What follows belongs to an exercise in optimizing a design on an open flow for small area; a production flow would make more cautious choices. Only simulation tests tie the RTL to the original design; equivalence was not proved. Power and IR drop assume default switching activity.

## design/flow/design.v

```verilog
module i2c_slave_regfile #(
  parameter logic [6:0] DEV_ADDR = 7'h39,
  parameter logic [7:0] RST_VAL  = 8'h00
) (
  input  logic       clk,
  input  logic       reset,
  input  logic       scl_in,
  input  logic       sda_in,
  output logic       sda_oen,
  output logic       wr_strobe,
  output logic [7:0] wr_addr,
  output logic [7:0] wr_data,
  input  logic [7:0] host_addr,
  output logic [7:0] host_data,
  output logic       busy
);
  localparam logic [2:0] S_IDLE = 3'd0;
  localparam logic [2:0] S_ADDR = 3'd1;
  localparam logic [2:0] S_REG  = 3'd2;
  localparam logic [2:0] S_WR   = 3'd3;
  localparam logic [2:0] S_RD   = 3'd4;
  localparam logic [2:0] S_RDA  = 3'd5;
  localparam logic [2:0] S_IGN  = 3'd6;
  logic       scl_p0, scl_p1, scl_p2;
  logic       sda_p0, sda_p1, sda_p2;
  logic [2:0] state;
  logic [2:0] bit_cnt;
  logic [6:0] shift;      
  logic [7:0] ptr;
  logic       ack_ph;     
  logic       ack_seen;   
  logic       ack_go;     
  logic       scl_rise, scl_fall, start_cond, stop_cond, active, reading, mem_we;
  logic [7:0] rx_byte;
  logic       tx_bit;
  always_ff @(posedge clk) begin
    if (reset) begin
      scl_p0 <= 1'b1; scl_p1 <= 1'b1; scl_p2 <= 1'b1;
      sda_p0 <= 1'b1; sda_p1 <= 1'b1; sda_p2 <= 1'b1;
    end else begin
      scl_p0 <= scl_in; scl_p1 <= scl_p0; scl_p2 <= scl_p1;
      sda_p0 <= sda_in; sda_p1 <= sda_p0; sda_p2 <= sda_p1;
    end
  end
  assign scl_rise   = scl_p1 & ~scl_p2;
  assign scl_fall   = ~scl_p1 & scl_p2;
  assign start_cond = scl_p1 & scl_p2 & ~sda_p1 & sda_p2;
  assign stop_cond  = scl_p1 & scl_p2 & sda_p1 & ~sda_p2;
  assign busy       = (state != S_IDLE);
  assign active     = busy && (state != S_IGN);
  assign reading    = (state == S_RD) || (state == S_RDA);
  assign ack_go     = ack_ph && (state != S_RD);
  assign rx_byte    = {shift, sda_p1};
  assign mem_we     = scl_rise && !ack_ph && (bit_cnt == 3'd7) && (state == S_WR);
  always_ff @(posedge clk) begin
    if (reset)         shift <= 7'h00;
    else if (scl_rise) shift <= rx_byte[6:0];
  end
  always_ff @(posedge clk) begin
    if (reset) begin
      state     <= S_IDLE;
      bit_cnt   <= 3'd0;
      ptr       <= 8'h00;
      ack_ph    <= 1'b0;
      ack_seen  <= 1'b0;
      sda_oen   <= 1'b1;
      wr_strobe <= 1'b0;
      wr_addr   <= 8'h00;
      wr_data   <= 8'h00;
    end else begin
      wr_strobe <= 1'b0;
      if (start_cond) begin
        state    <= S_ADDR;
        bit_cnt  <= 3'd0;
        ack_ph   <= 1'b0;
        ack_seen <= 1'b0;
        sda_oen  <= 1'b1;
      end else if (stop_cond) begin
        state    <= S_IDLE;
        bit_cnt  <= 3'd0;
        ack_ph   <= 1'b0;
        ack_seen <= 1'b0;
        sda_oen  <= 1'b1;
      end else if (active && scl_rise) begin
        if (!ack_ph) begin
          bit_cnt <= bit_cnt + 3'd1;
          if (bit_cnt == 3'd7) begin
            ack_ph <= 1'b1;
            case (state)
              S_ADDR: begin
                if (rx_byte[7:1] == DEV_ADDR) begin
                  state  <= rx_byte[0] ? S_RDA : S_REG;
                end else begin
                  ack_ph <= 1'b0;
                  state  <= S_IGN;
                end
              end
              S_REG: begin
                ptr    <= rx_byte;
                state  <= S_WR;
              end
              S_WR: begin
                wr_strobe <= 1'b1;
                wr_addr   <= ptr;
                wr_data   <= rx_byte;
                ptr       <= ptr + 8'd1;
              end
              default: begin
                ptr    <= ptr + 8'd1;
              end
            endcase
          end
        end else begin
          ack_seen <= 1'b1;
          if ((state == S_RD) && sda_p1) begin
            state    <= S_IGN;
            ack_ph   <= 1'b0;
            ack_seen <= 1'b0;
          end
        end
      end else if (active && scl_fall) begin
        if (ack_ph && !ack_seen) begin
          sda_oen <= ~ack_go;
        end else if (ack_ph) begin
          ack_ph   <= 1'b0;
          ack_seen <= 1'b0;
          if (state == S_RDA) state <= S_RD;
          sda_oen  <= reading ? tx_bit : 1'b1;
        end else if (state == S_RD) begin
          sda_oen <= tx_bit;
        end
      end
    end
  end
  logic [7:0] mem [256];
  logic [7:0] wdata, h_rd, p_rd;
  assign wdata = reset ? RST_VAL : rx_byte;
  for (genvar i = 0; i < 256; i++) begin : g_row
    always_ff @(posedge clk) begin
      if (reset || (mem_we && ptr == 8'(i))) mem[i] <= wdata;
    end
  end
  assign h_rd   = mem[host_addr];
  assign p_rd   = mem[ptr];
  assign tx_bit = p_rd[~bit_cnt];
  always_ff @(posedge clk) begin
    if (reset) host_data <= RST_VAL;
    else       host_data <= h_rd;
  end
endmodule
```

## design/flow/run.sh

```bash
#!/bin/bash
# synth_recipe.tcl (not shown) runs the flow's synth.tcl, then flattens the netlist and writes it again
# the make line also repeats each setting of config.mk as NAME=value (left out here)
make -C /OpenROAD-flow-scripts/flow DESIGN_CONFIG=/design/flow/config.mk WORK_HOME=/design/flow/orfs CLKGATE_MAP_FILE= SYNTH_SCRIPT=/design/flow/synth_recipe.tcl finish
```

## design/flow/config.mk

```make
export PLATFORM = sky130hd
export DESIGN_NAME = i2c_slave_regfile
export DESIGN_NICKNAME = i2c_slave_regfile
export VERILOG_FILES = /design/flow/design.v
export SDC_FILE = /design/flow/constraint.sdc
export NUM_CORES = 4
export LEC_CHECK = 0
export CAP_MARGIN = 20
export CORE_MARGIN = 2
export CORE_UTILIZATION = 40
export CTS_CLUSTER_DIAMETER = 100
export CTS_CLUSTER_SIZE = 20
export SLEW_MARGIN = 20
```

## design/flow/constraint.sdc

```tcl
create_clock -name core_clock -period 10.0 [get_ports {clk}]
set_input_delay 2.0000 -clock core_clock [delete_from_list [all_inputs] [get_ports {clk}]]
set_output_delay 2.0000 -clock core_clock [all_outputs]
set_load 0.01 [all_outputs]
```

==> impl_metrics.yaml, run 1 <==
global_route:
  grt_pass1_vias: 123810
  overflow: 27597
  grt_pass1_wl_mm: 1700
  grt_max_degree: 150
  grtUsageTotal_pct: 111
logic_synthesis:
  netlist_instances: 6900
  synth_warnings: 2
  synth_top_area_share_pct: 65.5
  synth_nets: 6918
  synth-seq-cells: 2103
  synth_edf_count: 2048
  yosysTopAreaCell: "edfxtp_1"
  synthArstFlopShare_pct: 0
  synth_flop_cell: "edfxtp_1"
  yosysUniqueCellTypes: 89
  syn_avg_cell_area_um2: 13.6
  syn_area_um2: 93900
  ys_seq_area_share_pct: 66.7
  netlist_top_cells_area: "edfxtp_1 65%, a22oi_1 8.0%, a22o_1 3.0%, a221oi_1 2.8%, nor2_1 2.0%"
cts:
  cts_hold_repair.buffers: 0
  htreeDepth: 4
  ctsResizeCount: 0
  cts_buffers: 131
  clockBufferDepth: 3
  cts_sinks: 2103
  post_cts_buffers: 0
  cts_root_buf: "clkbuf_16"
floorplan:
  die_width_um: 489
  ios: 39
  die_y_um: 489
  initial_core_util_pct: 40.3
  rows: 177
place:
  dp_slack_ps: 2460
  dpl.hpwl_mm: 945
  gp_congestion: 1.82
  place_area_um2: 104000
  portBuffers: 38
run_status:
  status: "aborted with a tool error"
  stop_stage: "global routing (5_1_grt)"
  error_line: "[ERROR GRT-0116] Global routing finished with congestion. Check the congestion regions in the DRC Viewer."
==> kinds of logic after synthesis <==
logic type / count (synthesis) / share of synthesized area [%]
buffers and inverters: 472 / 2.19
xor gates and xnor gates: 4 / 0.0373
and+or+nand+nor: 1684 / 9.28
adders and majority gates: 6 / 0.0799
muxes: 23 / 0.250
AOI/OAI and AO/OA: 2608 / 21.5
DFF: 2103 / 66.7
==> through the flow <==
step	hold slack, ps	setup TNS, ps	util, %	std cells
after detailed placement	403	0	44.6	10410
after CTS	433	0	46.3	10595
after global placement	403	0	44.5	10387
after floorplan	389	-88840	-	6900
==> how the worst max path moves through the flow <==
stage	start	endpoint	slack, ps	depth (start not counted)
floorplan	reset	mem[0][6]	-90	3
global placement	host_addr[6]	host_data[3]	1520	10
CTS	host_addr[2]	host_data[7]	3340	12
detailed placement	host_addr[2]	host_data[7]	2460	12
==> cell usage after synthesis (40+ instances only) <==
cell and n:
edfxtp_1 2048, a22oi_1 995, nor2_1 488, a22o_1 322, nand3_1 306, a221oi_1 296, nand4_1 261, clkbuf_1 238
a21o_1 227, nand2_1 190, a32oi_1 178, nor4_1 138, a21oi_1 135, o22ai_1 133, buf_2 120, buf_1 76
nor3_1 68, o21ai_0 65, dfxtp_1 55, and3_1 40
==> power groups by stage <==
stage               combinational [W]  clock [W]  sequential [W]
floorplan                    0.000289          0          0.0105
global placement             0.000929          0          0.0112
detailed placement           0.000933          0          0.0112
CTS                          0.000934    0.00583          0.0110
==> metal layers <==
layer,GRT overflow,GRT usage [%]
met5,347,91.0
met4,3799,109
met3,4032,103
met2,14090,126
met1,5329,105
==> inputs of run 2 (changes only) <==
--- a/design/flow/design.v
+++ b/design/flow/design.v
@@ -132,19 +132,71 @@
       end
     end
   end
-  logic [7:0] mem [256];
-  logic [7:0] wdata, h_rd, p_rd;
+  logic [7:0]   mem [256];
+  logic [15:0]  p_lo_n, p_hi_n, w_lo_n, w_hi_n;
+  logic [255:0] row_en;
+  logic [7:0]   wdata;
+  always_comb begin
+    for (int i = 0; i < 16; i++) begin
+      p_lo_n[i] = (ptr[3:0] != 4'(i));
+      p_hi_n[i] = (ptr[7:4] != 4'(i));
+      w_lo_n[i] = !(reset || !p_lo_n[i]);
+      w_hi_n[i] = !(reset || (mem_we && !p_hi_n[i]));
+    end
+  end
+  for (genvar i = 0; i < 256; i++) begin : g_dec
+    i2c_rf_nor2 u_w (.a(w_hi_n[i/16]), .b(w_lo_n[i%16]), .y(row_en[i]));
+  end
   assign wdata = reset ? RST_VAL : rx_byte;
   for (genvar i = 0; i < 256; i++) begin : g_row
     always_ff @(posedge clk) begin
-      if (reset || (mem_we && ptr == 8'(i))) mem[i] <= wdata;
-    end
-  end
-  assign h_rd   = mem[host_addr];
-  assign p_rd   = mem[ptr];
+      if (row_en[i]) mem[i] <= wdata;
+    end
+  end
+  logic [7:0] h_rd, p_rd;
+  for (genvar b = 0; b < 8; b++) begin : g_bit
+    logic [255:0] col;
+    for (genvar i = 0; i < 256; i++) begin : g_c
+      assign col[i] = mem[i][b];
+    end
+    i2c_rf_mux256 u_h (.d(col), .a(host_addr), .y(h_rd[b]));
+    i2c_rf_mux256 u_p (.d(col), .a(ptr), .y(p_rd[b]));
+  end
   assign tx_bit = p_rd[~bit_cnt];
   always_ff @(posedge clk) begin
     if (reset) host_data <= RST_VAL;
     else       host_data <= h_rd;
   end
 endmodule
+module i2c_rf_mux256 (
+  input  logic [255:0] d,
+  input  logic [7:0]   a,
+  output logic         y
+);
+  logic [63:0] l1;
+  logic [15:0] l2;
+  logic [3:0]  l3;
+  for (genvar k = 0; k < 64; k++) begin : g_l1
+    i2c_rf_mux4 u (.d(d[4*k +: 4]), .s(a[1:0]), .y(l1[k]));
+  end
+  for (genvar k = 0; k < 16; k++) begin : g_l2
+    i2c_rf_mux4 u (.d(l1[4*k +: 4]), .s(a[3:2]), .y(l2[k]));
+  end
+  for (genvar k = 0; k < 4; k++) begin : g_l3
+    i2c_rf_mux4 u (.d(l2[4*k +: 4]), .s(a[5:4]), .y(l3[k]));
+  end
+  i2c_rf_mux4 u_l4 (.d(l3), .s(a[7:6]), .y(y));
+endmodule
+module i2c_rf_mux4 (
+  input  logic [3:0] d,
+  input  logic [1:0] s,
+  output logic       y
+);
+  assign y = d[s];
+endmodule
+module i2c_rf_nor2 (
+  input  logic a, b,
+  output logic y
+);
+  assign y = ~(a | b);
+endmodule
--- a/design/flow/config.mk
+++ b/design/flow/config.mk
@@ -11,3 +11,4 @@
 export CTS_CLUSTER_DIAMETER = 100
 export CTS_CLUSTER_SIZE = 20
 export SLEW_MARGIN = 20
+export SYNTH_HIERARCHICAL = 1
==> run 2 against run 1 <==
Effect of this change:
- now clean on timing, DRC and antenna
- synthesized cell count is 42% lower
- area after synthesis is 2.0% higher
==> impl_metrics.yaml, run 2 <==
finish:
  multi_input_area_um2: 33500
  largest_reg_flops: 2048
  most-common-layout-cells: "2048 x edfxtp_1, 1362 x mux4_2, 239 x nor2_1, 139 x buf_4, 117 x clkbuf_16"
  stdcell_count: 7555
  drive_gt1_share_pct: 40.0
  final_util_pct: 44.2
  regArea_um2: 62600
  top_register: "mem"
  nNetsFinal: 4311
  nFillCells: 19896
  final_common_cell: "edfxtp_1"
  syn_to_final_growth_pct: 9.84
setup_path:
  cpMaxStageDelayCell: "dfxtp_4"
  crit_family: "multiplexers"
  r2r_start: "ptr[0]"
  path_class: "flop to flop"
  worst_ep_required_time_ps: 10700
  worstPathArrival_ps: 6210
  cpPeakStageDelay_ps: 900
  cp_max_fo: 100
  worst-path-buf-inv: 2
  critPathLaunch: "ptr[0]"
  cp_common_cell: "mux4_2"
  crit_chain: "buf_12 -> buf_4 -> mux4_2 -> mux4_2 -> mux4_2 -> mux4_2 -> mux4_2 -> mux2i_1 -> nand2_1 -> a311o_1"
  end_kind: "flop"
  critPathLaunchType: "flop"
route:
  detail_route.wl_per_cell_um: 37.0
  ant_nets: 0
  drtPass1Iterations: 6
  vias: 49140
  wirelength_mm: 279
  dr.first_iter.drc_count: 6643
  drc: 0
  vias_per_cell: 6.50
global_route:
  overflow: 0
  antenna_found_initial: 19
  grt_pass1_wl_mm: 393
  grtUsageTotal_pct: 22.9
  grt_pass1_vias: 49866
  grt_max_degree: 150
logic_synthesis:
  yosysTopAreaCell: "edfxtp_1"
  synth_nets: 4019
  synth_flop_cell: "edfxtp_1"
  yosysUniqueCellTypes: 54
  netlist_top_cells_area: "edfxtp_1 64%, mux4_2 32%, dfxtp_1 1.1%, nor2_1 1.1%, a21oi_1 0.27%"
  netlist_instances: 4001
  synth_common_cells: "2048 x edfxtp_1, 1362 x mux4_2, 283 x nor2_1"
  syn_avg_cell_area_um2: 24.0
  synth.most_common_cell: "edfxtp_1"
  ys_seq_area_share_pct: 65.3
  synth_top_area_share_pct: 64.2
  synth-seq-cells: 2103
  synth_edf_count: 2048
  synthArstFlopShare_pct: 0
  synth_warnings: 8
  syn_area_um2: 95800
floorplan:
  ios: 39
  die-area_um2: 244000
  coreArea_um2: 238000
  initial_core_util_pct: 40.3
  die_y_um: 493
  rows: 179
  die_width_um: 493
worst_hold_path:
  min-delay-start: "sda_p0"
  hp-class: "flop to flop"
cts:
  htreeDepth: 3
  post_cts_buffers: 0
  cts_buffers: 116
  clockBufferDepth: 3
  cts_root_buf: "clkbuf_16"
  path_clk_slew_ps: 90
  tritoncts: "yes"
  cts_hold_repair.buffers: 0
  cts_sinks: 2103
  ctsResizeCount: 0
  clock_latency_ps: 810
place:
  dpl.hpwl_mm: 171
  dp_slack_ps: 3820
  portBuffers: 38
  placed_cells: 7328
  gp_congestion: 0.840
timing:
  setup_tns_ps: 0
  fmax_mhz: 181
  post-route-min-period_ps: 5510
  rsz0062_at_grt: "no"
  fin_crit_sh_pct: 55.1
  finalWorstSetupSlack_ps: 4490
  final_max_slew_viol_count: 0
  worst-slew-pin-transition_ps: 1180
  skew_ps: 38.0
  finalSetupViolCount: 0
  hold_viol: 0
  slew_headroom_pct: 20.9
job:
  maxCapViolations: 0
power:
  powerDensity_nw_per_um2: 160
  leakagePower_nw: 31.9
  vdd_drop_max_mv: 0.143
run_status:
  status: "complete, no violations"
[run 2: final timing paths]
path,to,slack (ps),depth (start not counted)
setup / recovery,sda_oen,4490,10
hold / removal,sda_p1,440,1
setup reg to reg,sda_oen,4490,10
hold reg to reg,sda_p1,440,1
[run 2: area by class of cell]
class                   instances  area share (%)
flip-flops and latches       2103            59.5
multi-input cells            1867            31.8
well taps                    3167            3.76
clock buffers                 188            3.04
repair buffers                199            1.76
clock inverters                10          0.0963
diodes                         15          0.0357
inverters                       6          0.0214
[run 2: worst register-to-register path, cell delays in order, from the launching register on]
cell and delay, ps:
dfxtp_4 900, buf_12 760, buf_4 550, mux4_2 580
mux4_2 560, mux4_2 590, mux4_2 500, mux4_2 460
mux2i_1 150, nand2_1 70, a311o_1 300
[run 2: cell families after synthesis]
logic type / Yosys count / synth area share [%]
AND/OR/NAND/NOR: 397 / 1.75
XOR/XNOR: 4 / 0.0444
buffers and inverters: 31 / 0.154
AO/OA/AOI/OAI: 94 / 0.614
flip-flops: 2103 / 65.3
adder cells (fa/ha/maj): 6 / 0.0783
multiplexers: 1366 / 32.0
[run 2: metal layers]
| layer | up-vias | track usage [%] | part of all wire (%) |
|---|---|---|---|
| met3 | 392 | 4.74 | 8.9 |
| met4 | 12 | 7.21 | 3.3 |
| met5 | - | 0 | 0.020 |
| met1 | 27349 | 31.6 | 39 |
| met2 | 2304 | 36.9 | 49 |
| li1 | 19083 | - | - |
[run 2: Yosys stat by module, one instance, submodules excluded, a selection]
module,copies in the design,area (µm²),cells inside
i2c_slave_regfile,1,64300,2385
i2c_rf_mux4,1360,22.5,1
i2c_rf_nor2,256,3.75,1
[run 2: per-stage QoR]
| stage | hold slack, ps | total power, W | cell area, µm² |
|---|---|---|---|
| 2_1_floorplan | 389 | 0.0111 | 95800 |
| 3_3_place_gp | 406 | 0.0119 | 102000 |
| 3_5_place_dp | 421 | 0.0119 | 102000 |
| 4_1_cts | 444 | 0.0169 | 105000 |
| 5_1_grt | 469 | 0.0173 | 105000 |
| 6_report | 436 | 0.0168 | 105000 |
[run 2: power by group]
group | switching (W) | internal (W) | total [W] | leakage [nW]
logic | 0.000917 | 0.000654 | 0.00157 | 9.99
registers | 0.000151 | 0.0100 | 0.0102 | 20.3
clock network | 0.00287 | 0.00220 | 0.00507 | 1.58
total | 0.00394 | 0.0129 | 0.0168 | 31.9
==> inputs of run 3 (changes only) <==
--- a/design/flow/config.mk
+++ b/design/flow/config.mk
@@ -9,6 +9,6 @@
 export CORE_MARGIN = 2
 export CORE_UTILIZATION = 40
 export CTS_CLUSTER_DIAMETER = 100
-export CTS_CLUSTER_SIZE = 20
+export CTS_CLUSTER_SIZE = 25
 export SLEW_MARGIN = 20
 export SYNTH_HIERARCHICAL = 1
==> run 3 against run 2 <==
Effect of this change:
- largest cell class unchanged
- first-iteration DRC count shrank 7.8%
- power is 2.1% lower
- area after synthesis unchanged
- critical path type unchanged
- sequential power about the same
- register-to-register slack worse by 30 ps
- clock skew is 25 ps higher
==> impl_metrics.yaml, run 3 <==
setup_path:
  cpPeakStageDelay_ps: 910
  crit_family: "multiplexers"
  worstPathArrival_ps: 6220
  cp_common_cell: "mux4_2"
  end_kind: "flop"
  cp_max_fo: 100
  worst-path-buf-inv: 2
  critPathLaunchType: "flop"
  cpMaxStageDelayCell: "dfxtp_4"
  worst_ep_required_time_ps: 10670
  crit_chain: "buf_12 -> buf_4 -> mux4_2 -> mux4_2 -> mux4_2 -> mux4_2 -> mux4_2 -> mux2i_1 -> nand2_1 -> a311o_1"
  path_class: "flop to flop"
finish:
  nFillCells: 19925
  drive_gt1_share_pct: 40.1
  largest_reg_flops: 2048
  final_area_um2: 105000
  syn_to_final_growth_pct: 9.36
  top_register: "mem"
  most-common-layout-cells: "2048 x edfxtp_1, 1362 x mux4_2, 237 x nor2_1, 139 x buf_4, 101 x clkbuf_16"
  final_common_cell: "edfxtp_1"
  nNetsFinal: 4292
cts:
  post_cts_buffers: 0
  cts_root_buf: "clkbuf_16"
  tritoncts: "yes"
  htreeDepth: 3
  ctsResizeCount: 0
  clockBufferDepth: 3
  cts_hold_repair.buffers: 0
  path_clk_slew_ps: 100
  cts_sinks: 2103
  clock_latency_ps: 800
  cts_buffers: 97
logic_synthesis:
  synth-xor-area-share_pct: 0.0444
  synthArstFlopShare_pct: 0
  synthSimpleGateAreaFrac_pct: 1.75
  netlist_instances: 4001
  yosysTopAreaCell: "edfxtp_1"
  netlist_top_cells_area: "edfxtp_1 64%, mux4_2 32%, dfxtp_1 1.1%, nor2_1 1.1%, a21oi_1 0.27%"
  syn_area_um2: 95800
  synth_warnings: 8
  synth_top_area_share_pct: 64.2
  synth-seq-cells: 2103
  synth_flop_cell: "edfxtp_1"
  synth_top_family_by_area: "multiplexers"
  ys_seq_area_share_pct: 65.3
  synth.most_common_cell: "edfxtp_1"
  synth.mux.area_fraction_pct: 32.0
  synth_compound_area_share_pct: 0.614
  yosysUniqueCellTypes: 54
  synth_nets: 4019
  synth-adder-area-share_pct: 0.0783
  synth_common_cells: "2048 x edfxtp_1, 1362 x mux4_2, 283 x nor2_1"
  syn_avg_cell_area_um2: 24.0
  synth_edf_count: 2048
route:
  drc: 0
  detail_route.wl_per_cell_um: 37.1
  ant_nets: 0
  drtPass1Iterations: 6
  vias: 48752
  dr.first_iter.drc_count: 6124
  wirelength_mm: 278
  vias_per_cell: 6.49
global_route:
  overflow: 0
  grt_max_degree: 150
  grt_pass1_vias: 49610
  grtUsageTotal_pct: 22.9
  antenna_found_initial: 16
  grt_pass1_wl_mm: 393
floorplan:
  die_y_um: 493
  rows: 179
  ios: 39
  die_width_um: 493
  initial_core_util_pct: 40.3
  coreArea_um2: 238000
  die-area_um2: 244000
timing:
  post-route-min-period_ps: 5540
  worst-slew-pin-transition_ps: 1210
  fmax_mhz: 180
  final_max_slew_viol_count: 0
  setup_tns_ps: 0
  skew_ps: 63.5
  rsz0062_at_grt: "no"
  finalSetupViolCount: 0
  hold_viol: 0
  fin_crit_sh_pct: 55.4
  slew_headroom_pct: 19.1
job:
  maxCapViolations: 0
place:
  portBuffers: 38
  dpl.hpwl_mm: 171
  gp_congestion: 0.840
  place_area_um2: 102000
power:
  powerDensity_nw_per_um2: 157
  vdd_drop_max_mv: 0.141
  leakagePower_nw: 31.7
  fin_total_pwr_w: 0.0165
worst_hold_path:
  hp-class: "flop to flop"
run_status:
  status: "complete, no violations"
[run 3: changes by cell type in the layout (fill, tap and decap cells not counted)]
cell        change
clkinv_8        -2
clkinv_16       +1
inv_16          +1
nor2_1          -2
clkinv_2        +1
inv_4           +2
nor2_2          +2
inv_8           -1
clkbuf_8        +1
diode_2        -12
clkbuf_16      -16
clkinvlp_4      +1
clkbuf_1       -21
[run 3: logic make-up after synthesis]
kind of cell | Yosys count
AND/OR/NAND/NOR | 397
multiplexers | 1366
XOR/XNOR | 4
buffers and inverters | 31
AO/OA/AOI/OAI | 94
adder cells (fa/ha/maj) | 6
flip-flops | 2103
[run 3: worst paths after layout]
path           from  slack, ps  cells after the start       to
min          sda_p0        440                      1   sda_p1
max          ptr[0]       4460                     10  sda_oen
min reg2reg  sda_p0        440                      1   sda_p1
max reg2reg  ptr[0]       4460                     10  sda_oen
[run 3: layout make-up]
| class | count | area, µm² | area share, % |
|---|---|---|---|
| Clock inverter | 13 | 133 | 0.127 |
| Multi-Input combinational cell | 1867 | 33500 | 31.9 |
| Timing Repair Buffer | 199 | 1850 | 1.77 |
| Clock buffer | 152 | 2740 | 2.61 |
| Sequential cell | 2103 | 62600 | 59.7 |
| Inverter | 6 | 22.5 | 0.0215 |
| Antenna cell | 3 | 7.51 | 0.00716 |
| Tap cell | 3167 | 3960 | 3.78 |
[run 3: power breakdown]
group,total (W),switching [W],internal [W]
clock network,0.00473,0.00280,0.00192
registers,0.0102,0.000150,0.0100
logic,0.00157,0.000915,0.000654
[run 3: per-module statistics from Yosys (local to each module, per instance), a selection]
| module | cells inside | area, µm² | copies in the design | flip-flops and latches |
|---|---|---|---|---|
| i2c_slave_regfile | 2385 | 64300 | 1 | 2103 |
| i2c_rf_nor2 | 1 | 3.75 | 256 | 0 |
| i2c_rf_mux4 | 1 | 22.5 | 1360 | 0 |
[run 3: per-layer routing]
layer,GRT usage [%],up-vias,part of all wire (%)
met1,31.7,27111,39
met2,36.5,2255,49
met4,7.38,12,3.5
met3,4.58,365,8.6
met5,0,-,0.033
li1,-,19009,-
[run 3: stage by stage]
step	util (%)	worst slack (ps)	hold slack, ps	instances
final	44.0	4460	439	7510
after global routing	44.0	4120	472	7508
after floorplan	-	97.3	389	4001
after detailed placement	42.7	3820	421	7328
after CTS	43.9	4350	446	7493
after global placement	42.7	3820	406	7323
==> inputs of run 4 (changes only) <==
--- a/design/flow/design.v
+++ b/design/flow/design.v
@@ -133,19 +133,22 @@
     end
   end
   logic [7:0]   mem [256];
-  logic [15:0]  p_lo_n, p_hi_n, w_lo_n, w_hi_n;
-  logic [255:0] row_en;
+  logic [15:0]  p_lo_n, p_hi_n, h_lo_n, h_hi_n, w_lo_n, w_hi_n;
+  logic [255:0] row_en, h_sel;
   logic [7:0]   wdata;
   always_comb begin
     for (int i = 0; i < 16; i++) begin
       p_lo_n[i] = (ptr[3:0] != 4'(i));
       p_hi_n[i] = (ptr[7:4] != 4'(i));
+      h_lo_n[i] = (host_addr[3:0] != 4'(i));
+      h_hi_n[i] = (host_addr[7:4] != 4'(i));
       w_lo_n[i] = !(reset || !p_lo_n[i]);
       w_hi_n[i] = !(reset || (mem_we && !p_hi_n[i]));
     end
   end
   for (genvar i = 0; i < 256; i++) begin : g_dec
     i2c_rf_nor2 u_w (.a(w_hi_n[i/16]), .b(w_lo_n[i%16]), .y(row_en[i]));
+    i2c_rf_nor2 u_h (.a(h_hi_n[i/16]), .b(h_lo_n[i%16]), .y(h_sel[i]));
   end
   assign wdata = reset ? RST_VAL : rx_byte;
   for (genvar i = 0; i < 256; i++) begin : g_row
@@ -159,7 +162,7 @@
     for (genvar i = 0; i < 256; i++) begin : g_c
       assign col[i] = mem[i][b];
     end
-    i2c_rf_mux256 u_h (.d(col), .a(host_addr), .y(h_rd[b]));
+    i2c_rf_sel256 u_h (.d(col), .s(h_sel), .y(h_rd[b]));
     i2c_rf_mux256 u_p (.d(col), .a(ptr), .y(p_rd[b]));
   end
   assign tx_bit = p_rd[~bit_cnt];
@@ -167,6 +170,25 @@
     if (reset) host_data <= RST_VAL;
     else       host_data <= h_rd;
   end
+endmodule
+module i2c_rf_sel256 (
+  input  logic [255:0] d,
+  input  logic [255:0] s,
+  output logic         y
+);
+  logic [85:0] t_n;
+  for (genvar k = 0; k < 85; k++) begin : g_t
+    i2c_rf_aoi222 u (.a1(d[3*k]), .a2(s[3*k]), .b1(d[3*k+1]), .b2(s[3*k+1]),
+                     .c1(d[3*k+2]), .c2(s[3*k+2]), .y(t_n[k]));
+  end
+  assign t_n[85] = ~(d[255] & s[255]);
+  assign y = ~&t_n;
+endmodule
+module i2c_rf_aoi222 (
+  input  logic a1, a2, b1, b2, c1, c2,
+  output logic y
+);
+  assign y = ~((a1 & a2) | (b1 & b2) | (c1 & c2));
 endmodule
 module i2c_rf_mux256 (
   input  logic [255:0] d,
--- a/design/flow/config.mk
+++ b/design/flow/config.mk
@@ -9,6 +9,6 @@
 export CORE_MARGIN = 2
 export CORE_UTILIZATION = 40
 export CTS_CLUSTER_DIAMETER = 100
-export CTS_CLUSTER_SIZE = 25
+export CTS_CLUSTER_SIZE = 20
 export SLEW_MARGIN = 20
 export SYNTH_HIERARCHICAL = 1
==> run 4 against run 3 <==
Effect of this change:
- still clean
- synthesized cell count rose by 13%
- critical path depth is 1 higher
- worst hold slack worse by 20 ps
- final area down 5.6%
- sequential power about the same
- sequential cell count is the same
- combinational power is 46% lower
- first-iteration DRC count rose by 120%
- clock power up 6.1%
- utilization rose by 0.061 points
- critical path type is now primary input to flop
==> impl_metrics.yaml, run 4 <==
timing:
  worst-slew-pin-transition_ps: 1280
  finalSetupViolCount: 0
  rsz0062_at_grt: "no"
  post-route-min-period_ps: 7130
  final_max_slew_viol_count: 0
  hold_viol: 0
  fmax_mhz: 140
  slew_headroom_pct: 14.7
  fin_crit_sh_pct: 71.3
  skew_ps: 42.9
setup_path:
  r2r_start: "ptr[0]"
  r2r_cells: 10
  r2r_end: "sda_oen"
  worst_ep_required_time_ps: 10670
  worstPathArrival_ps: 7810
  cp_max_fo: 9
  path_class: "primary input to flop"
  critPathLaunchType: "primary input"
  end_kind: "flop"
  r2r_slack_ps: 3980
route:
  drc: 0
  ant_nets: 0
  detail_route.wl_per_cell_um: 44.0
  wirelength_mm: 346
  vias: 58727
  drt-met1-wl_mm: 123
  drtPass1Iterations: 17
  met3_length_mm: 49.5
  topRoutingLayerUsed: "met5"
  met2_length_mm: 153
  vias_per_cell: 7.48
  dr.first_iter.drc_count: 13552
power:
  seqPwrFrac_pct: 63.6
  power.share.clock_pct: 31.2
  switchingPower_w: 0.00370
  p_comb_share_pct: 5.2
  swShare_pct: 23.0
  p_int_w: 0.0124
  leakagePower_nw: 29.6
  fin_total_pwr_w: 0.0161
  vdd_drop_max_mv: 0.133
  powerDensity_nw_per_um2: 163
logic_synthesis:
  netlist_top_cells_area: "edfxtp_1 68%, mux4_2 17%, a222oi_1 7.6%, nor2_1 2.2%, dfxtp_1 1.2%"
  yosysUniqueCellTypes: 65
  synth_flop_cell: "edfxtp_1"
  synth_nets: 4549
  synthArstFlopShare_pct: 0
  synth_top_area_share_pct: 68.3
  synth_edf_count: 2048
  ys_seq_area_share_pct: 69.5
  synth_common_cells: "2048 x edfxtp_1, 682 x mux4_2, 680 x a222oi_1"
  synth.most_common_cell: "edfxtp_1"
  netlist_instances: 4531
  syn_area_um2: 90100
  synth-seq-cells: 2103
  synth_warnings: 8
  yosysTopAreaCell: "edfxtp_1"
  syn_avg_cell_area_um2: 19.9
floorplan:
  initial_core_util_pct: 40.1
  rows: 174
  die_width_um: 479
  die-area_um2: 229000
  die_y_um: 479
  coreArea_um2: 224000
  ios: 39
worst_hold_path:
  hp-class: "flop to flop"
  holdPathStages: 1
  hold_end: "sda_p1"
  min-delay-start: "sda_p0"
global_route:
  antenna_found_initial: 36
  grt_pass1_wl_mm: 469
  grtUsageTotal_pct: 29.5
  grt_pass1_vias: 55032
  grt_max_degree: 176
  overflow: 0
finish:
  drive_gt1_share_pct: 21.5
  final_common_cell: "edfxtp_1"
  syn_to_final_growth_pct: 9.84
  nNetsFinal: 4816
  top_register: "mem"
  final_area_um2: 99000
  most-common-layout-cells: "2048 x edfxtp_1, 682 x mux4_2, 680 x a222oi_1, 535 x nor2_1, 170 x nand4_1"
  largest_reg_flops: 2048
  final_util_pct: 44.1
run_status:
  status: "complete, no violations"
cts:
  clock_latency_ps: 830
  path_clk_slew_ps: 80
  cts_buffers: 115
  ctsResizeCount: 0
  cts_root_buf: "clkbuf_16"
  post_cts_buffers: 0
  tritoncts: "yes"
  clockBufferDepth: 3
  cts_hold_repair.buffers: 0
  cts_sinks: 2103
  htreeDepth: 3
job:
  maxCapViolations: 0
place:
  dpl.hpwl_mm: 239
  gp_congestion: 0.979
  portBuffers: 38
  place_area_um2: 95700
## run 4: power groups by stage
stage,clock network (W),registers (W),logic [W]
global route,0.00536,0.0103,0.000849
floorplan,0,0.0103,0.000400
detailed placement,0,0.0104,0.000815
CTS,0.00508,0.0102,0.000816
global placement,0,0.0104,0.000803
finish,0.00502,0.0103,0.000841
## run 4: layout make-up
cell class / count / area (µm²)
Fill cell: 19050 / 126000
Sequential cell: 2103 / 62600
Multi-Input combinational cell: 2393 / 27800
Tap cell: 2992 / 3740
Clock buffer: 160 / 3070
Timing Repair Buffer: 178 / 1570
Clock inverter: 8 / 119
Antenna cell: 14 / 35.0
Inverter: 7 / 26.3
## run 4: critical path, stage by stage
cell,delay [ps]
clkdlybuf4s50_1,670
nor2b_1,340
nand2_1,810
buf_4,450
nor2_1,230
a222oi_1,640
nand4_1,440
or4_1,750
a2111oi_2,1030
nand4_1,210
nor2b_1,200
## run 4: layer usage
layer	vias up	track usage [%]
met5	-	0
met4	28	14.1
met3	782	8.74
met2	5177	43.7
met1	30939	40.0
li1	21801	-
## run 4: how the worst max path moves through the flow
| stage | start | end | slack, ps | depth (start not counted) |
|---|---|---|---|---|
| after floorplan | reset | mem[0][0] | -60 | 3 |
| after global placement | host_addr[1] | host_data[2] | 1510 | 11 |
| after detailed placement | host_addr[0] | host_data[6] | 2350 | 11 |
| after CTS | host_addr[0] | host_data[6] | 3220 | 11 |
| after global routing | host_addr[0] | host_data[5] | 3070 | 11 |
| final | host_addr[1] | host_data[6] | 2870 | 11 |
## run 4: Yosys stat by module, one instance, submodules excluded, excerpt
| module | cells inside | times used | flops+latches |
|---|---|---|---|
| i2c_rf_sel256 | 29 | 8 | 0 |
| i2c_rf_aoi222 | 1 | 680 | 0 |
| i2c_rf_nor2 | 1 | 512 | 0 |
| i2c_slave_regfile | 2427 | 1 | 2103 |
| i2c_rf_mux4 | 1 | 680 | 0 |
## run 4: cells by family after synthesis
group                      count (synthesis)  synth area share, %
AOI/OAI and AO/OA                        786                 8.42
xor gates and xnor gates                   4               0.0389
adders and majority gates                  6               0.0833
buffers and inverters                     35                0.168
DFF                                     2103                 69.5
muxes                                    687                 17.1
and+or+nand+nor                          910                 4.70
## run 4: stage by stage
stage / worst slack [ps] / hold WS [ps] / TNS (ps) / instances
2_1_floorplan: -62.4 / 389 / -15970 / 4531
6_report: 2870 / 419 / 0 / 7855
4_1_cts: 3220 / 423 / 0 / 7840
3_3_place_gp: 1510 / 401 / 0 / 7661
3_5_place_dp: 2350 / 401 / 0 / 7672
5_1_grt: 3070 / 432 / 0 / 7842
==> inputs of run 5 (changes only) <==
--- a/design/flow/design.v
+++ b/design/flow/design.v
@@ -150,6 +150,17 @@
     i2c_rf_nor2 u_w (.a(w_hi_n[i/16]), .b(w_lo_n[i%16]), .y(row_en[i]));
     i2c_rf_nor2 u_h (.a(h_hi_n[i/16]), .b(h_lo_n[i%16]), .y(h_sel[i]));
   end
+  logic [7:0]  pg_lo_n, pg_hi_n;
+  logic [63:0] p_sel;
+  always_comb begin
+    for (int i = 0; i < 8; i++) begin
+      pg_lo_n[i] = (ptr[4:2] != 3'(i));
+      pg_hi_n[i] = (ptr[7:5] != 3'(i));
+    end
+  end
+  for (genvar g = 0; g < 64; g++) begin : g_gdec
+    i2c_rf_nor2 u_p (.a(pg_hi_n[g/8]), .b(pg_lo_n[g%8]), .y(p_sel[g]));
+  end
   assign wdata = reset ? RST_VAL : rx_byte;
   for (genvar i = 0; i < 256; i++) begin : g_row
     always_ff @(posedge clk) begin
@@ -163,7 +174,7 @@
       assign col[i] = mem[i][b];
     end
     i2c_rf_sel256 u_h (.d(col), .s(h_sel), .y(h_rd[b]));
-    i2c_rf_mux256 u_p (.d(col), .a(ptr), .y(p_rd[b]));
+    i2c_rf_rd256 u_p (.d(col), .a(ptr[1:0]), .s(p_sel), .y(p_rd[b]));
   end
   assign tx_bit = p_rd[~bit_cnt];
   always_ff @(posedge clk) begin
@@ -190,24 +201,23 @@
 );
   assign y = ~((a1 & a2) | (b1 & b2) | (c1 & c2));
 endmodule
-module i2c_rf_mux256 (
+module i2c_rf_rd256 (
   input  logic [255:0] d,
-  input  logic [7:0]   a,
+  input  logic [1:0]   a,
+  input  logic [63:0]  s,
   output logic         y
 );
-  logic [63:0] l1;
-  logic [15:0] l2;
-  logic [3:0]  l3;
-  for (genvar k = 0; k < 64; k++) begin : g_l1
-    i2c_rf_mux4 u (.d(d[4*k +: 4]), .s(a[1:0]), .y(l1[k]));
-  end
-  for (genvar k = 0; k < 16; k++) begin : g_l2
-    i2c_rf_mux4 u (.d(l1[4*k +: 4]), .s(a[3:2]), .y(l2[k]));
-  end
-  for (genvar k = 0; k < 4; k++) begin : g_l3
-    i2c_rf_mux4 u (.d(l2[4*k +: 4]), .s(a[5:4]), .y(l3[k]));
-  end
-  i2c_rf_mux4 u_l4 (.d(l3), .s(a[7:6]), .y(y));
+  logic [63:0] g;
+  logic [21:0] t_n;
+  for (genvar k = 0; k < 64; k++) begin : g_m
+    i2c_rf_mux4 u (.d(d[4*k +: 4]), .s(a), .y(g[k]));
+  end
+  for (genvar k = 0; k < 21; k++) begin : g_t
+    i2c_rf_aoi222 u (.a1(g[3*k]), .a2(s[3*k]), .b1(g[3*k+1]), .b2(s[3*k+1]),
+                     .c1(g[3*k+2]), .c2(s[3*k+2]), .y(t_n[k]));
+  end
+  assign t_n[21] = ~(g[63] & s[63]);
+  assign y = ~&t_n;
 endmodule
 module i2c_rf_mux4 (
   input  logic [3:0] d,
--- a/design/flow/config.mk
+++ b/design/flow/config.mk
@@ -9,6 +9,6 @@
 export CORE_MARGIN = 2
 export CORE_UTILIZATION = 40
 export CTS_CLUSTER_DIAMETER = 100
-export CTS_CLUSTER_SIZE = 20
+export CTS_CLUSTER_SIZE = 25
 export SLEW_MARGIN = 20
 export SYNTH_HIERARCHICAL = 1
==> run 5 against run 4 <==
Effect of this change:
- fmax increased by 4.3%
- critical endpoint is now host_data[2]
- count of clock-buffer cells in the layout decreased by 46
- area after synthesis fell by 1.5%
- non-clock buffer count down 21
- power decreased by 1.4%
==> impl_metrics.yaml, run 5 <==
cts:
  clockBufferDepth: 3
  post_cts_buffers: 0
  clock_latency_ps: 820
  cts_hold_repair.buffers: 0
  cts_sinks: 2103
  tritoncts: "yes"
  cts_buffers: 100
  cts_root_buf: "clkbuf_16"
  path_clk_slew_ps: 100
  htreeDepth: 3
  ctsResizeCount: 0
setup_path:
  worst-path-buf-inv: 2
  cpPeakStageDelay_ps: 1040
  critPathLaunchType: "primary input"
  path_class: "primary input to flop"
  cpMaxStageDelayCell: "a222oi_1"
  worstPathArrival_ps: 7520
  worst_ep_required_time_ps: 10680
  crit_family: "simple AND/OR/NAND/NOR gates"
  cp_max_fo: 10
  crit_chain: "clkdlybuf4s50_1 -> nor2b_1 -> nand2_2 -> buf_4 -> nor2_1 -> a222oi_1 -> nand4_1 -> or4_1 -> nor4_2 -> nand4_1 -> nor2b_1"
  end_kind: "flop"
global_route:
  grtUsageTotal_pct: 30.8
  antenna_found_initial: 23
  overflow: 0
  grt_pass1_vias: 56262
  grt_pass1_wl_mm: 480
  grt_max_degree: 202
finish:
  syn_to_final_growth_pct: 9.58
  largest_reg_flops: 2048
  nNetsFinal: 4938
  most-common-layout-cells: "2048 x edfxtp_1, 848 x a222oi_1, 594 x nor2_1, 513 x mux4_2, 203 x nand4_1"
  nFillCells: 18916
  top_register: "mem"
  final_util_pct: 44.2
  drive_gt1_share_pct: 17.2
  final_common_cell: "edfxtp_1"
timing:
  setup_tns_ps: 0
  slew_headroom_pct: 6.62
  fmax_mhz: 146
  hold_viol: 0
  worst-slew-pin-transition_ps: 1400
  skew_ps: 54.8
  post-route-min-period_ps: 6840
  finalSetupViolCount: 0
  rsz0062_at_grt: "no"
  final_max_slew_viol_count: 0
  fin_crit_sh_pct: 68.4
logic_synthesis:
  netlist_instances: 4686
  synth.mux.area_fraction_pct: 13.1
  synth_top_area_share_pct: 69.3
  synth_top_family_by_area: "multiplexers"
  synth-seq-cells: 2103
  ys_seq_area_share_pct: 70.5
  synth_warnings: 8
  syn_avg_cell_area_um2: 18.9
  synth.most_common_cell: "edfxtp_1"
  synth_edf_count: 2048
  netlist_top_cells_area: "edfxtp_1 69%, mux4_2 13%, a222oi_1 9.6%, nor2_1 2.5%, nand4_1 1.4%"
  synth_flop_cell: "edfxtp_1"
  synth_common_cells: "2048 x edfxtp_1, 848 x a222oi_1, 596 x nor2_1"
  synthArstFlopShare_pct: 0
  synth-adder-area-share_pct: 0.0846
  synthSimpleGateAreaFrac_pct: 5.54
  synth_nets: 4704
  yosysTopAreaCell: "edfxtp_1"
  syn_area_um2: 88800
  yosysUniqueCellTypes: 70
  synth-xor-area-share_pct: 0.0479
  synth_compound_area_share_pct: 10.5
power:
  leakagePower_nw: 29.2
  powerDensity_nw_per_um2: 163
  vdd_drop_max_mv: 0.156
  fin_total_pwr_w: 0.0159
route:
  dr.first_iter.drc_count: 15634
  wirelength_mm: 353
  drtPass1Iterations: 17
  drc: 0
  ant_nets: 0
  detail_route.wl_per_cell_um: 44.5
  vias: 60367
  vias_per_cell: 7.61
floorplan:
  initial_core_util_pct: 40.3
  die_y_um: 475
  die-area_um2: 226000
  die_width_um: 475
  rows: 172
  coreArea_um2: 220000
  ios: 39
place:
  portBuffers: 38
  gp_congestion: 1.08
  dpl.hpwl_mm: 246
job:
  maxCapViolations: 0
run_status:
  status: "complete, no violations"
worst_hold_path:
  hp-class: "flop to flop"
[run 5: where the power goes]
| part | total, W | switching, W | leakage (nW) | internal (W) |
|---|---|---|---|---|
| Combinational | 0.000748 | 0.000565 | 7.49 | 0.000183 |
| Clock | 0.00488 | 0.00290 | 1.46 | 0.00199 |
| Sequential | 0.0103 | 0.000234 | 20.3 | 0.0100 |
[run 5: path summary, 6_finish.rpt]
| check | from | end | slack, ps | cells past startpoint |
|---|---|---|---|---|
| setup reg to reg | ptr[2] | sda_oen | 3300 | 11 |
| hold / removal | sda_p0 | sda_p1 | 420 | 1 |
| setup / recovery | host_addr[3] | host_data[2] | 3160 | 11 |
| hold reg to reg | sda_p0 | sda_p1 | 420 | 1 |
[run 5: final cells by class]
| cell class | instances | area, µm² | area share [%] |
|---|---|---|---|
| sequential | 2103 | 62600 | 64.4 |
| multi-input combinational | 2546 | 26400 | 27.2 |
| tap | 2958 | 3700 | 3.81 |
| clock buffer | 114 | 2600 | 2.67 |
| timing repair buffer | 157 | 1440 | 1.48 |
| clock inverter | 31 | 389 | 0.400 |
| inverter | 12 | 45.0 | 0.0463 |
| antenna | 10 | 25.0 | 0.0257 |
[run 5: through the flow]
step	setup slack (ps)	instance area, µm²	instances	hold slack [ps]
final	3160	97300	7931	422
after global placement	2140	94100	7770	394
after detailed placement	2540	94200	7771	394
after CTS	3400	97100	7916	427
after global routing	3270	97200	7922	437
after floorplan	103	88800	4686	389
[run 5: cells by family after synthesis]
group | Yosys count
multiplexers | 517
XOR/XNOR | 4
buffers and inverters | 37
AO/OA/AOI/OAI | 969
adder cells (fa/ha/maj) | 6
flip-flops | 2103
AND/OR/NAND/NOR | 1050
[run 5: metal layers]
layer / routed length (µm) / part of all wire, % / up-vias / GRT usage [%]
met5: 178 / 0.050 / - / 0
met4: 22900 / 6.5 / 20 / 16.5
met3: 49000 / 14 / 864 / 7.74
met2: 154000 / 43 / 5396 / 45.1
met1: 128000 / 36 / 31606 / 42.1
li1: - / - / 22481 / -
[run 5: Yosys stat by module, one instance, submodules excluded]
module             flip-flops and latches  area (µm²)  copies in the design
i2c_rf_aoi222                           0        10.0                   848
i2c_rf_sel256                           0         193                     8
i2c_rf_rd256                            0        51.3                     8
i2c_rf_mux4                             0        22.5                   512
i2c_slave_regfile                    2103       64600                     1
i2c_rf_nor2                             0        3.75                   576
==> inputs of run 6 (changes only) <==
--- a/design/flow/design.v
+++ b/design/flow/design.v
@@ -133,32 +133,32 @@
     end
   end
   logic [7:0]   mem [256];
-  logic [15:0]  p_lo_n, p_hi_n, h_lo_n, h_hi_n, w_lo_n, w_hi_n;
-  logic [255:0] row_en, h_sel;
+  logic [15:0]  p_lo_n, p_hi_n, w_lo_n, w_hi_n;
+  logic [255:0] row_en;
   logic [7:0]   wdata;
   always_comb begin
     for (int i = 0; i < 16; i++) begin
       p_lo_n[i] = (ptr[3:0] != 4'(i));
       p_hi_n[i] = (ptr[7:4] != 4'(i));
-      h_lo_n[i] = (host_addr[3:0] != 4'(i));
-      h_hi_n[i] = (host_addr[7:4] != 4'(i));
       w_lo_n[i] = !(reset || !p_lo_n[i]);
       w_hi_n[i] = !(reset || (mem_we && !p_hi_n[i]));
     end
   end
   for (genvar i = 0; i < 256; i++) begin : g_dec
     i2c_rf_nor2 u_w (.a(w_hi_n[i/16]), .b(w_lo_n[i%16]), .y(row_en[i]));
-    i2c_rf_nor2 u_h (.a(h_hi_n[i/16]), .b(h_lo_n[i%16]), .y(h_sel[i]));
-  end
-  logic [7:0]  pg_lo_n, pg_hi_n;
-  logic [63:0] p_sel;
+  end
+  logic [7:0]  hg_lo_n, hg_hi_n, pg_lo_n, pg_hi_n;
+  logic [63:0] h_sel, p_sel;
   always_comb begin
     for (int i = 0; i < 8; i++) begin
+      hg_lo_n[i] = (host_addr[4:2] != 3'(i));
+      hg_hi_n[i] = (host_addr[7:5] != 3'(i));
       pg_lo_n[i] = (ptr[4:2] != 3'(i));
       pg_hi_n[i] = (ptr[7:5] != 3'(i));
     end
   end
   for (genvar g = 0; g < 64; g++) begin : g_gdec
+    i2c_rf_nor2 u_h (.a(hg_hi_n[g/8]), .b(hg_lo_n[g%8]), .y(h_sel[g]));
     i2c_rf_nor2 u_p (.a(pg_hi_n[g/8]), .b(pg_lo_n[g%8]), .y(p_sel[g]));
   end
   assign wdata = reset ? RST_VAL : rx_byte;
@@ -173,7 +173,7 @@
     for (genvar i = 0; i < 256; i++) begin : g_c
       assign col[i] = mem[i][b];
     end
-    i2c_rf_sel256 u_h (.d(col), .s(h_sel), .y(h_rd[b]));
+    i2c_rf_rd256 u_h (.d(col), .a(host_addr[1:0]), .s(h_sel), .y(h_rd[b]));
     i2c_rf_rd256 u_p (.d(col), .a(ptr[1:0]), .s(p_sel), .y(p_rd[b]));
   end
   assign tx_bit = p_rd[~bit_cnt];
@@ -181,25 +181,6 @@
     if (reset) host_data <= RST_VAL;
     else       host_data <= h_rd;
   end
-endmodule
-module i2c_rf_sel256 (
-  input  logic [255:0] d,
-  input  logic [255:0] s,
-  output logic         y
-);
-  logic [85:0] t_n;
-  for (genvar k = 0; k < 85; k++) begin : g_t
-    i2c_rf_aoi222 u (.a1(d[3*k]), .a2(s[3*k]), .b1(d[3*k+1]), .b2(s[3*k+1]),
-                     .c1(d[3*k+2]), .c2(s[3*k+2]), .y(t_n[k]));
-  end
-  assign t_n[85] = ~(d[255] & s[255]);
-  assign y = ~&t_n;
-endmodule
-module i2c_rf_aoi222 (
-  input  logic a1, a2, b1, b2, c1, c2,
-  output logic y
-);
-  assign y = ~((a1 & a2) | (b1 & b2) | (c1 & c2));
 endmodule
 module i2c_rf_rd256 (
   input  logic [255:0] d,
@@ -219,6 +200,12 @@
   assign t_n[21] = ~(g[63] & s[63]);
   assign y = ~&t_n;
 endmodule
+module i2c_rf_aoi222 (
+  input  logic a1, a2, b1, b2, c1, c2,
+  output logic y
+);
+  assign y = ~((a1 & a2) | (b1 & b2) | (c1 & c2));
+endmodule
 module i2c_rf_mux4 (
   input  logic [3:0] d,
   input  logic [1:0] s,
--- a/design/flow/config.mk
+++ b/design/flow/config.mk
@@ -9,6 +9,6 @@
 export CORE_MARGIN = 2
 export CORE_UTILIZATION = 40
 export CTS_CLUSTER_DIAMETER = 100
-export CTS_CLUSTER_SIZE = 25
+export CTS_CLUSTER_SIZE = 20
 export SLEW_MARGIN = 20
 export SYNTH_HIERARCHICAL = 1
==> run 6 against run 5 <==
Effect of this change:
- synthesized cell count fell by 7.8%
- global-route usage decreased by 6.7 points
- clock skew fell by 6.4 ps
- sequential share of layout area is 3.3 points lower
- still clean on timing, DRC and antenna
- sequential cell count did not move
==> impl_metrics.yaml, run 6 <==
timing:
  rsz0062_at_grt: "no"
  final_max_slew_viol_count: 0
  fin_crit_sh_pct: 63.7
  slew_headroom_pct: 16.3
  skew_ps: 48.4
  whs_ps: 430
  finalSetupViolCount: 0
  hold_viol: 0
  post-route-min-period_ps: 6370
  setup_tns_ps: 0
  finalWorstSetupSlack_ps: 3630
  fmax_mhz: 157
  worst-slew-pin-transition_ps: 1240
setup_path:
  r2r_slack_ps: 3810
  worst_ep_required_time_ps: 10660
  cp_max_fo: 8
  end_kind: "flop"
  critPathLaunchType: "primary input"
  r2r_start: "ptr[0]"
  worstPathArrival_ps: 7030
  path_class: "primary input to flop"
  r2r_cells: 10
  r2r_end: "sda_oen"
place:
  place_area_um2: 98900
  portBuffers: 38
  dpl.hpwl_mm: 184
  gp_congestion: 1.01
  dp_slack_ps: 3270
cts:
  htreeDepth: 3
  cts_hold_repair.buffers: 0
  clockBufferDepth: 3
  cts_root_buf: "clkbuf_16"
  cts_buffers: 117
  cts_sinks: 2103
  post_cts_buffers: 0
  clock_latency_ps: 810
  tritoncts: "yes"
  path_clk_slew_ps: 90
  ctsResizeCount: 0
logic_synthesis:
  synth.mux.area_fraction_pct: 24.8
  yosysUniqueCellTypes: 60
  synth_flop_cell: "edfxtp_1"
  netlist_top_cells_area: "edfxtp_1 66%, mux4_2 25%, a222oi_1 3.6%, nor2_1 1.6%, dfxtp_1 1.2%"
  synth_common_cells: "2048 x edfxtp_1, 1026 x mux4_2, 408 x nor2_1"
  netlist_instances: 4319
  synth_compound_area_share_pct: 4.41
  synth-xor-area-share_pct: 0.0456
  synth_top_family_by_area: "multiplexers"
  syn_avg_cell_area_um2: 21.6
  synth_edf_count: 2048
  synth_nets: 4337
  synth-seq-cells: 2103
  yosysTopAreaCell: "edfxtp_1"
  ys_seq_area_share_pct: 67.1
  synth-adder-area-share_pct: 0.0805
  synth_warnings: 8
  synthArstFlopShare_pct: 0
  synthSimpleGateAreaFrac_pct: 3.29
  synth_top_area_share_pct: 66.0
  synth.most_common_cell: "edfxtp_1"
  syn_area_um2: 93200
route:
  drc: 0
  ant_nets: 0
  detail_route.wl_per_cell_um: 37.4
  drtPass1Iterations: 12
  wirelength_mm: 288
  vias_per_cell: 6.83
  vias: 52543
  dr.first_iter.drc_count: 8702
worst_hold_path:
  min-delay-start: "sda_p0"
  hp-class: "flop to flop"
  hold_end: "sda_p1"
  holdPathStages: 1
global_route:
  grt_pass1_vias: 52859
  antenna_found_initial: 8
  grtUsageTotal_pct: 24.1
  grt_max_degree: 233
  grt_pass1_wl_mm: 407
  overflow: 0
power:
  switchingPower_w: 0.00382
  power.share.clock_pct: 31.0
  fin_total_pwr_w: 0.0166
  leakagePower_nw: 31.2
  p_int_w: 0.0128
  swShare_pct: 23.0
  p_comb_share_pct: 7.7
  powerDensity_nw_per_um2: 162
  vdd_drop_max_mv: 0.150
  seqPwrFrac_pct: 61.3
floorplan:
  die_width_um: 487
  rows: 177
  ios: 39
  die-area_um2: 237000
  initial_core_util_pct: 40.2
  coreArea_um2: 232000
  die_y_um: 487
finish:
  nFillCells: 19627
  nNetsFinal: 4597
  syn_to_final_growth_pct: 9.86
  final_area_um2: 102000
  top_register: "mem"
  most-common-layout-cells: "2048 x edfxtp_1, 1026 x mux4_2, 402 x nor2_1, 336 x a222oi_1, 121 x clkbuf_16"
  final_common_cell: "edfxtp_1"
  largest_reg_flops: 2048
  drive_gt1_share_pct: 29.4
job:
  maxCapViolations: 0
run_status:
  status: "complete, no violations"
==> run 6: power by group through the flow <==
stage	Clock (W)	Sequential (W)	Combinational (W)
after floorplan	0	0.0103	0.000676
after global placement	0	0.0103	0.00125
after detailed placement	0	0.0104	0.00126
after CTS	0.00524	0.0102	0.00126
after global routing	0.00551	0.0102	0.00132
final	0.00515	0.0102	0.00127
==> run 6: layer usage <==
metal	wire (µm)	track usage (%)	vias to the layer above
met1	108000	32.2	28475
met4	16200	11.3	6
met3	27900	4.90	544
li1	-	-	20537
met2	136000	38.0	2981
met5	29	0	-
==> run 6: worst max-delay path, cell delays in order <==
cell	delay, ps
clkdlybuf4s50_1	730
nor2_1	100
nand2_1	840
nor2_1	250
buf_4	270
a222oi_1	770
nand4_1	540
nor4_2	1020
nand2_1	270
nor2b_1	220
==> run 6: stage by stage <==
| step | instances | util (%) |
|---|---|---|
| after floorplan | 4319 | - |
| after global placement | 7493 | 42.6 |
| after detailed placement | 7498 | 42.6 |
| after CTS | 7676 | 44.1 |
| after global routing | 7688 | 44.1 |
| final | 7692 | 44.1 |
==> run 6: cell type report <==
cell class / instances / area (µm²) / area share, %
antenna: 11 / 27.5 / 0.0269
clock buffer: 166 / 3200 / 3.12
clock inverter: 12 / 159 / 0.155
inverter: 13 / 48.8 / 0.0476
multi-input combinational: 2174 / 30800 / 30.1
sequential: 2103 / 62600 / 61.1
tap: 3043 / 3810 / 3.72
timing repair buffer: 170 / 1770 / 1.72
==> run 6: cells by family after synthesis <==
logic type	count (synthesis)
flip-flops	2103
XOR/XNOR	4
adder cells (fa/ha/maj)	6
AND/OR/NAND/NOR	681
buffers and inverters	42
multiplexers	1030
AO/OA/AOI/OAI	453
==> run 6: worst max path at each step <==
stage                       from           end  slack [ps]  cells past startpoint
floorplan                  reset     mem[0][7]          90                      2
global placement    host_addr[4]  host_data[2]        2580                      9
detailed placement  host_addr[2]  host_data[2]        3270                      9
CTS                       ptr[0]       sda_oen        3900                     10
global route              ptr[0]       sda_oen        3580                     10
finish              host_addr[4]  host_data[2]        3630                     10
==> run 6: Yosys stat by module (local to each module, per instance) <==
module / times used / flops+latches / cell area (µm²) / cells
i2c_rf_aoi222: 336 / 0 / 10.0 / 1
i2c_rf_rd256: 16 / 0 / 51.3 / 9
i2c_slave_regfile: 1 / 2103 / 64600 / 2431
i2c_rf_nor2: 384 / 0 / 3.75 / 1
i2c_rf_mux4: 1024 / 0 / 22.5 / 1
==> inputs of run 7 (changes only) <==
--- a/design/flow/config.mk
+++ b/design/flow/config.mk
@@ -9,6 +9,6 @@
 export CORE_MARGIN = 2
 export CORE_UTILIZATION = 40
 export CTS_CLUSTER_DIAMETER = 100
-export CTS_CLUSTER_SIZE = 20
+export CTS_CLUSTER_SIZE = 25
 export SLEW_MARGIN = 20
 export SYNTH_HIERARCHICAL = 1
==> run 7 against run 6 <==
Effect of this change:
- die area did not move
- first-iteration DRC count rose by 2.4%
- clock skew rose by 13 ps
- via count rose by 0.12%
- register-to-register slack improved by 120 ps
- critical path depth did not move
- final area fell by 0.47%
- still clean on timing, DRC and antenna
- routed wire length fell by 0.13%
- largest power group unchanged
- global-route usage fell by 0.062 points
==> impl_metrics.yaml, run 7 <==
timing:
  finalSetupViolCount: 0
  fmax_mhz: 157
  worst-slew-pin-transition_ps: 1240
  final_max_slew_viol_count: 0
  slew_headroom_pct: 17.3
  rsz0062_at_grt: "no"
  fin_crit_sh_pct: 63.7
  post-route-min-period_ps: 6370
  skew_ps: 61.1
  hold_viol: 0
  setup_tns_ps: 0
cts:
  tritoncts: "yes"
  cts_sinks: 2103
  cts_hold_repair.buffers: 0
  cts_buffers: 99
  cts_root_buf: "clkbuf_16"
  ctsResizeCount: 0
  htreeDepth: 3
  clock_latency_ps: 830
  post_cts_buffers: 0
  clockBufferDepth: 3
  path_clk_slew_ps: 100
route:
  drtPass1Iterations: 12
  dr.first_iter.drc_count: 8913
  ant_nets: 0
  wirelength_mm: 287
  detail_route.wl_per_cell_um: 37.5
  vias: 52608
  vias_per_cell: 6.86
  drc: 0
global_route:
  overflow: 0
  grt_pass1_vias: 52695
  grt_pass1_wl_mm: 406
  antenna_found_initial: 6
  grt_max_degree: 233
  grtUsageTotal_pct: 24.0
power:
  vdd_drop_max_mv: 0.141
  powerDensity_nw_per_um2: 159
  leakagePower_nw: 31.0
logic_synthesis:
  syn_area_um2: 93200
  synth_nets: 4337
  yosysTopAreaCell: "edfxtp_1"
  synthArstFlopShare_pct: 0
  synth_flop_cell: "edfxtp_1"
  yosysUniqueCellTypes: 60
  synth_warnings: 8
  synth-seq-cells: 2103
  synth.most_common_cell: "edfxtp_1"
  synth_top_area_share_pct: 66.0
  netlist_instances: 4319
  synth_common_cells: "2048 x edfxtp_1, 1026 x mux4_2, 408 x nor2_1"
  synth_edf_count: 2048
  syn_avg_cell_area_um2: 21.6
  ys_seq_area_share_pct: 67.1
  netlist_top_cells_area: "edfxtp_1 66%, mux4_2 25%, a222oi_1 3.6%, nor2_1 1.6%, dfxtp_1 1.2%"
worst_hold_path:
  min-delay-start: "sda_p0"
  holdPathStages: 1
  hold_end: "sda_p1"
  hp-class: "flop to flop"
setup_path:
  critPathLaunchType: "primary input"
  r2r_cells: 10
  worstPathArrival_ps: 7020
  end_kind: "flop"
  crit_chain: "clkdlybuf4s50_1 -> nor2_1 -> nand2_1 -> nor2_1 -> buf_4 -> a222oi_1 -> nand4_1 -> nor4_2 -> nand2_1 -> nor2b_1"
  r2r_slack_ps: 3930
  cp_max_fo: 8
  worst_ep_required_time_ps: 10650
  cpMaxStageDelayCell: "nor4_2"
  r2r_end: "sda_oen"
  path_class: "primary input to flop"
  cpPeakStageDelay_ps: 1030
  r2r_start: "ptr[0]"
finish:
  nFillCells: 19660
  regArea_um2: 62600
  syn_to_final_growth_pct: 9.35
  most-common-layout-cells: "2048 x edfxtp_1, 1026 x mux4_2, 402 x nor2_1, 336 x a222oi_1, 102 x buf_4"
  top_register: "mem"
  nNetsFinal: 4577
  multi_input_area_um2: 30800
  drive_gt1_share_pct: 29.4
  final_common_cell: "edfxtp_1"
  final_util_pct: 43.9
  largest_reg_flops: 2048
run_status:
  status: "complete, no violations"
floorplan:
  rows: 177
  die_y_um: 487
  ios: 39
  die_width_um: 487
  die-area_um2: 237000
  coreArea_um2: 232000
  initial_core_util_pct: 40.2
job:
  maxCapViolations: 0
place:
  gp_congestion: 1.01
  portBuffers: 38
  dpl.hpwl_mm: 184
run 7: metrics by stage:
stage | instance area, µm² | std cells | total power [W] | setup slack [ps] | hold slack [ps]
2_1_floorplan | 93200 | 4319 | 0.0110 | 90.8 | 389
3_3_place_gp | 98800 | 7493 | 0.0116 | 2580 | 408
3_5_place_dp | 98900 | 7498 | 0.0116 | 3270 | 412
4_1_cts | 102000 | 7654 | 0.0163 | 3900 | 437
5_1_grt | 102000 | 7665 | 0.0166 | 3660 | 457
6_report | 102000 | 7671 | 0.0162 | 3630 | 433
run 7: cell families after synthesis:
group	after synthesis	synth area share, %
AO/OA/AOI/OAI	453	4.41
adder cells (fa/ha/maj)	6	0.0805
multiplexers	1030	24.8
AND/OR/NAND/NOR	681	3.29
XOR/XNOR	4	0.0456
flip-flops	2103	67.1
buffers and inverters	42	0.208
run 7: per-module statistics from Yosys, one instance, submodules excluded:
module             times used  flip-flops and latches
i2c_rf_nor2               384                       0
i2c_rf_mux4              1024                       0
i2c_rf_rd256               16                       0
i2c_rf_aoi222             336                       0
i2c_slave_regfile           1                    2103
run 7: worst max-delay path, delay by kind of cell:
family / cells / cell delay (ps)
AND/OR/NAND/NOR: 7 / 3270
buffers and inverters: 2 / 990
AO/OA/AOI/OAI: 1 / 740
run 7: report_power, final:
part           switching [W]  internal [W]
clock network        0.00287       0.00190
logic               0.000801      0.000473
registers           0.000153        0.0100
run 7: worst max path at each step:
| stage | from | end | slack, ps | depth (start not counted) |
|---|---|---|---|---|
| after floorplan | reset | mem[0][7] | 90 | 2 |
| after global placement | host_addr[4] | host_data[2] | 2580 | 9 |
| final | host_addr[4] | host_data[2] | 3630 | 10 |
| after CTS | ptr[0] | sda_oen | 3900 | 10 |
| after detailed placement | host_addr[2] | host_data[2] | 3270 | 9 |
| after global routing | ptr[0] | sda_oen | 3660 | 10 |
run 7: final cells by class:
class                   count  share of cell area (%)
inverters                  13                  0.0479
clock buffers             130                    2.57
clock inverters            26                   0.280
multi-input cells        2174                    30.2
repair buffers            168                    1.69
flip-flops and latches   2103                    61.4
well taps                3043                    3.73
diodes                     14                  0.0344
run 7: layer usage:
metal  track usage (%)  wire (µm)
met1              32.2     108000
met2              38.0     137000
met3              4.69      27400
met4              11.2      15800
met5                 0         21

[separate check: timing with driven ports]
The results above use ideal ports. As a check the final layouts listed here were re-extracted and re-timed, cells and wires unchanged.
Step 1 assumes that a clkbuf_16 drives the clock port and a buf_2 every other input.
Step 2 moves the port delays by t, midway between the first and last clock arrival at a register: inputs arrive t later, outputs are due t later. That takes back most of the time a late clock gives input paths.
Slacks: no drivers / after step 1 / after step 2; pairs: no drivers / after step 1.
run	t, ns	setup WS [ns]	clock arrival spread, ns
run 2	0.877	4.488 / 4.488 / 3.793	0.041 / 0.041
run 3	0.856	4.459 / 4.459 / 3.781	0.065 / 0.064
run 4	0.904	2.867 / 2.933 / 2.029	0.044 / 0.044
run 5	0.908	3.162 / 3.242 / 2.334	0.065 / 0.065
run 6	0.885	3.629 / 3.692 / 2.807	0.050 / 0.050
run 7	0.889	3.628 / 3.692 / 2.803	0.061 / 0.061
After both steps every run listed still meets setup and hold. For run 4, which loses most, drivers alone change the setup slack by +0.066 ns; drivers and shift together by -0.838 ns.
